Background: an optimization exercise with open tools, aiming at small area, a short achievable clock period and few clock cycles per item. Do not read the settings as production practice.
Where RTL was checked, it was by simulation tests only, not by an equivalence proof against the original.
No activity file was given, so power comes from the tool's default toggle rates.

juniper:
==> flow/design.v (excerpt) <==
module round_robin_task_scheduler_top #(
    parameter int MAX_TASKS = 16
) (
    input  logic                  clk,
    input  logic                  rst_n,
    input  logic                  cmd_valid,
    output logic                  cmd_ready,
    input  logic [1:0]            cmd_op,
    input  logic [rrts_pkg::TASK_ID_W-1:0]  cmd_task_id,
    input  logic [rrts_pkg::SLEEP_MS_W-1:0] cmd_sleep_ms,
    output logic                  res_valid,
    input  logic                  res_ready,
    output logic [rrts_pkg::TASK_ID_W-1:0]  res_running_task,
    output logic                  res_idle,
    input  logic                  cfg_valid,
    output logic                  cfg_ready,
    input  logic [rrts_pkg::TICK_MS_W-1:0]  cfg_ms_per_tick
);
Size in the first run: ~5500 cells after synthesis, about 940 flip-flops, roughly 60 I/O pins, roughly 0.043 mm2 of cells after synthesis.
Settings: LEC_CHECK=0, ABC_AREA=1, CAP_MARGIN=20, CORE_MARGIN=2, CORE_UTILIZATION=60, CTS_CLUSTER_DIAMETER=60, CTS_CLUSTER_SIZE=24, PLACE_DENSITY=0.75, SETUP_SLACK_MARGIN=3.9, SLEW_MARGIN=20; clock period 6.5 ns.
standard.sh (not shown) runs the stock make flow with config.mk's settings and CLKGATE_MAP_FILE= SYNTH_SCRIPT=/design/flow/synth_recipe.tcl, a recipe that flattens the netlist after the stock synthesis.
==> flow/flow/run.sh <==
#!/bin/bash
# The standard layout (standard.sh, unchanged synthesis and steps), except that clock
# tree synthesis adds no dummy loads to the clock tree and the port buffers are buf_2 cells.
# The whole ORFS run's output goes to standard.log here; ORFS keeps each step's own log
# under orfs/logs/.
set -euo pipefail
export CTS_ARGS="-sink_clustering_enable -repair_clock_nets -sink_clustering_size 24 -sink_clustering_max_diameter 60 -dont_use_dummy_load"
export BUFFER_PORTS_ARGS="-buffer_cell sky130_fd_sc_hd__buf_2"
bash standard.sh > standard.log 2>&1
Testbench counts of juniper, summed over its fixed seeds: cycles 13,116, items 12,800.
## Diff of input files: cedar against juniper
- a change of PLACE_DENSITY from 0.75 to 0.7
- a change of CORE_UTILIZATION from 60 to 50
==> flow/run.sh (new file) <==
#!/bin/bash
# synth_recipe.tcl (not shown) runs the flow's synth.tcl, then flattens the netlist and writes it again
# the make line also repeats each setting of config.mk as NAME=value (left out here)
make -C /OpenROAD-flow-scripts/flow DESIGN_CONFIG=/design/flow/config.mk WORK_HOME=/design/flow/orfs CLKGATE_MAP_FILE= SYNTH_SCRIPT=/design/flow/synth_recipe.tcl finish
removed: flow/flow/run.sh
removed: flow/standard.sh
Findings:
Row worst setup slack: cedar lower / juniper higher
The lower layout buffering overhead excluding clock cells came out of juniper.
The full die area reported for cedar is greater than that of juniper by 20%.
Taking juniper as the reference, in cedar routed wire length grew by 4.4%, first-pass GRT wire length shows an increase of about 3.2%, final weighted congestion in routability-driven placement picked up an extra about 3.3%, fraction of layout instances using a drive strength above 1 increased by 0.94 points relative to the old numbers.
Setup changes, cedar to tundra
- CORE_UTILIZATION now 68, was 50
- PLACE_DENSITY now 0.8, was 0.7
==> flow/flow/run.sh (new file) <==
#!/bin/bash
# The standard layout (standard.sh, unchanged synthesis and steps), except that clock
# tree synthesis adds no dummy loads to the clock tree and the port buffers are buf_2 cells.
# The whole ORFS run's output goes to standard.log here; ORFS keeps each step's own log
# under orfs/logs/.
set -euo pipefail
export CTS_ARGS="-sink_clustering_enable -repair_clock_nets -sink_clustering_size 24 -sink_clustering_max_diameter 60 -dont_use_dummy_load"
export BUFFER_PORTS_ARGS="-buffer_cell sky130_fd_sc_hd__buf_2"
bash standard.sh > standard.log 2>&1
==> flow/standard.sh (new file) <==
#!/bin/bash
# synth_recipe.tcl (not shown) runs the flow's synth.tcl, then flattens the netlist and writes it again
# the make line also repeats each setting of config.mk as NAME=value (left out here)
make -C /OpenROAD-flow-scripts/flow DESIGN_CONFIG=/design/flow/config.mk WORK_HOME=/design/flow/orfs CLKGATE_MAP_FILE= SYNTH_SCRIPT=/design/flow/synth_recipe.tcl "${@:-finish}"
removed: flow/run.sh
Findings:
Run comparison: tundra master of the slowest instance on the critical path sky130_fd_sc_hd__dfrtp_2; cedar master of the slowest instance on the critical path sky130_fd_sc_hd__dfrtp_4. Count of plain and timing-repair buffers (tundra vs. cedar) decreases by more than 10%. When the final numbers for tundra and cedar were put side by side, the worst slack after detailed placement turned out to be smaller in cedar. tundra against cedar: relative contribution of the clock network to total power fell by 5.1 points, number of optimization iterations in the first detailed-route pass fell by 1.
The following lists how onyx was set up differently from tundra:
- CORE_UTILIZATION: 68 -> 45
- PLACE_DENSITY: 0.8 -> 0.65
==> flow/flow/run.sh <==
#!/bin/bash
# The standard layout (standard.sh, unchanged synthesis and steps), except that clock
# tree synthesis adds no dummy loads to the clock tree. The whole ORFS run's output goes
# to standard.log here; ORFS keeps each step's own log under orfs/logs/.
set -euo pipefail
export CTS_ARGS="-sink_clustering_enable -repair_clock_nets -sink_clustering_size 24 -sink_clustering_max_diameter 60 -dont_use_dummy_load"
bash standard.sh > standard.log 2>&1
Findings:
Going from tundra to onyx, total setup buffers inserted after CTS shrank by more than 10%. Total congestion overflow after global routing: onyx vs tundra identical. When onyx is measured against tundra, its die area turns out about 50% higher. Of tundra and onyx, tundra shows the higher total routing usage reported by global routing, with onyx below it. Number of instances in the placed design of onyx exceeds that of tundra by a few percent. Compared with tundra, in onyx total number of cells along the worst setup path increased 12, power higher. The final reports for onyx and tundra show final-stage net count higher in the former. Looking at worst setup slack before clock tree synthesis, onyx sits 0.17 ns below tundra.
Relative to onyx, the following input files were edited for pepper:
- PLACE_DENSITY changed from 0.65 to 0.66
==> flow/run.sh (new file) <==
#!/bin/bash
# synth_recipe.tcl (not shown) runs the flow's synth.tcl, then flattens the netlist and writes it again
# the make line also repeats each setting of config.mk as NAME=value (left out here)
make -C /OpenROAD-flow-scripts/flow DESIGN_CONFIG=/design/flow/config.mk WORK_HOME=/design/flow/orfs CLKGATE_MAP_FILE= SYNTH_SCRIPT=/design/flow/synth_recipe.tcl finish
removed: flow/flow/run.sh
removed: flow/standard.sh
Results
- Comparing sequential share of layout area for pepper and onyx, the smaller number came from pepper.
- Compared with onyx, pepper shows total power of the final layout that has gone up by a few percent.
- Looking at multi-input combinational cell area across pepper and onyx, the one that comes out higher is pepper.
- The met2 usage of pepper falls short of that of onyx by 1.0 points.
Relative to pepper, the following input files were edited for nickel:
- swapping 0.66 for 0.65 in PLACE_DENSITY
==> flow/flow/run.sh (new file) <==
#!/bin/bash
# The standard layout (standard.sh, unchanged synthesis and steps), except that clock
# tree synthesis adds no dummy loads to the clock tree and the port buffers are buf_2 cells.
# The whole ORFS run's output goes to standard.log here; ORFS keeps each step's own log
# under orfs/logs/.
set -euo pipefail
export CTS_ARGS="-sink_clustering_enable -repair_clock_nets -sink_clustering_size 24 -sink_clustering_max_diameter 60 -dont_use_dummy_load"
export BUFFER_PORTS_ARGS="-buffer_cell sky130_fd_sc_hd__buf_2"
bash standard.sh > standard.log 2>&1
==> flow/standard.sh (new file) <==
#!/bin/bash
# synth_recipe.tcl (not shown) runs the flow's synth.tcl, then flattens the netlist and writes it again
# the make line also repeats each setting of config.mk as NAME=value (left out here)
make -C /OpenROAD-flow-scripts/flow DESIGN_CONFIG=/design/flow/config.mk WORK_HOME=/design/flow/orfs CLKGATE_MAP_FILE= SYNTH_SCRIPT=/design/flow/synth_recipe.tcl "${@:-finish}"
removed: flow/run.sh
### Flow results
Diff pepper -> nickel | critical path depth | increase of 2. Between nickel and pepper, the met2 demand-to-capacity share in global routing is higher for nickel. nickel against pepper: share of the clock period used by the worst path after layout grew by 0.51 points, final count of negative-setup-slack endpoints closely matched the old numbers. Run comparison: nickel startpoint of the worst setup timing path a_tick$_DFF_P_; pepper startpoint of the worst setup timing path sl_q$_DFF_PN0_. Worst setup slack is higher on pepper. nickel packs its core more loosely than pepper. Taking pepper as the reference, in nickel clock power share fell by 3.0 points; count of maximum capacitance violations stayed essentially flat; sequential share of layout area rose by 0.82 points. NOTE total power draw pepper->nickel decreased by a few percent. nickel — met1 routing resource usage after global routing 1.2 points higher, pepper as reference.

========
Another version of the RTL of round_robin_task_scheduler_top (not shown whole).
Size: about 4200 cells after synthesis, ~870 flip-flops, about 60 I/O pins, ~39000 um2 of cells after synthesis.
clock: 6.5 ns
lec_check: 0
cap_margin: 20
core_margin: 2
core_utilization: 40
place_density: 0.6
setup_slack_margin: 3.0
slew_margin: 20
run.sh (not shown) runs the stock make flow with config.mk's settings and CLKGATE_MAP_FILE= SYNTH_SCRIPT=/design/flow/synth_recipe.tcl, a recipe that flattens the netlist after the stock synthesis.
Stock flow here: none of the scripts above is used.
Change:
SETUP_SLACK_MARGIN = 3.8   (was 3.0)
With this change the flow reached the layout checks and failed them: capacitance limit, slew limit; non-clock buffer count climbs by 335; hold slack gets better by 0.0037 ns; power came out higher by 22%; die area does not change; via count increases by 15%; global-route usage increases by 3.7 points; area after synthesis does not change.
No functional check of the RTL was part of any run of this note.

[static timing again, ports no longer ideal]
No port has a modelled driver above. Below, the same layouts with a new extraction and two added sets of constraints. Step 1 assumes that a clkbuf_16 drives the clock port and a buf_2 every other input. Step 2, shift: input delay + t, output delay - t, t = (earliest + latest rising clock arrival at the registers) / 2. This alone moves slack from input paths to output paths. Slacks: no drivers / after step 1 / after step 2; pairs: no drivers / after step 1.
run	shift t [ns]	setup WS [ns]	hold WS [ns]	worst register clock-pin slew, ns
juniper	0.669	3.907 / 3.907 / 3.379	0.318 / 0.318 / 0.318	0.09 / 0.09
cedar	0.712	3.885 / 3.840 / 3.313	0.331 / 0.331 / 0.331	0.09 / 0.09
tundra	0.703	3.890 / 3.823 / 3.352	0.324 / 0.324 / 0.324	0.09 / 0.09
onyx	0.688	3.897 / 3.869 / 3.313	0.335 / 0.335 / 0.335	0.09 / 0.09
pepper	0.710	3.910 / 3.876 / 3.294	0.327 / 0.327 / 0.327	0.09 / 0.09
nickel	0.719	3.877 / 3.877 / 3.376	0.317 / 0.317 / 0.317	0.09 / 0.09
the first run of note 2	0.733	2.531 / 2.531 / 2.531	0.403 / 0.403 / 0.403	0.07 / 0.07
the second run of note 2	0.750	2.486 / 2.486 / 2.486	0.407 / 0.407 / 0.407	0.08 / 0.08
For pepper, which loses most, drivers alone change the setup slack by -0.034 ns; drivers and shift together by -0.616 ns.
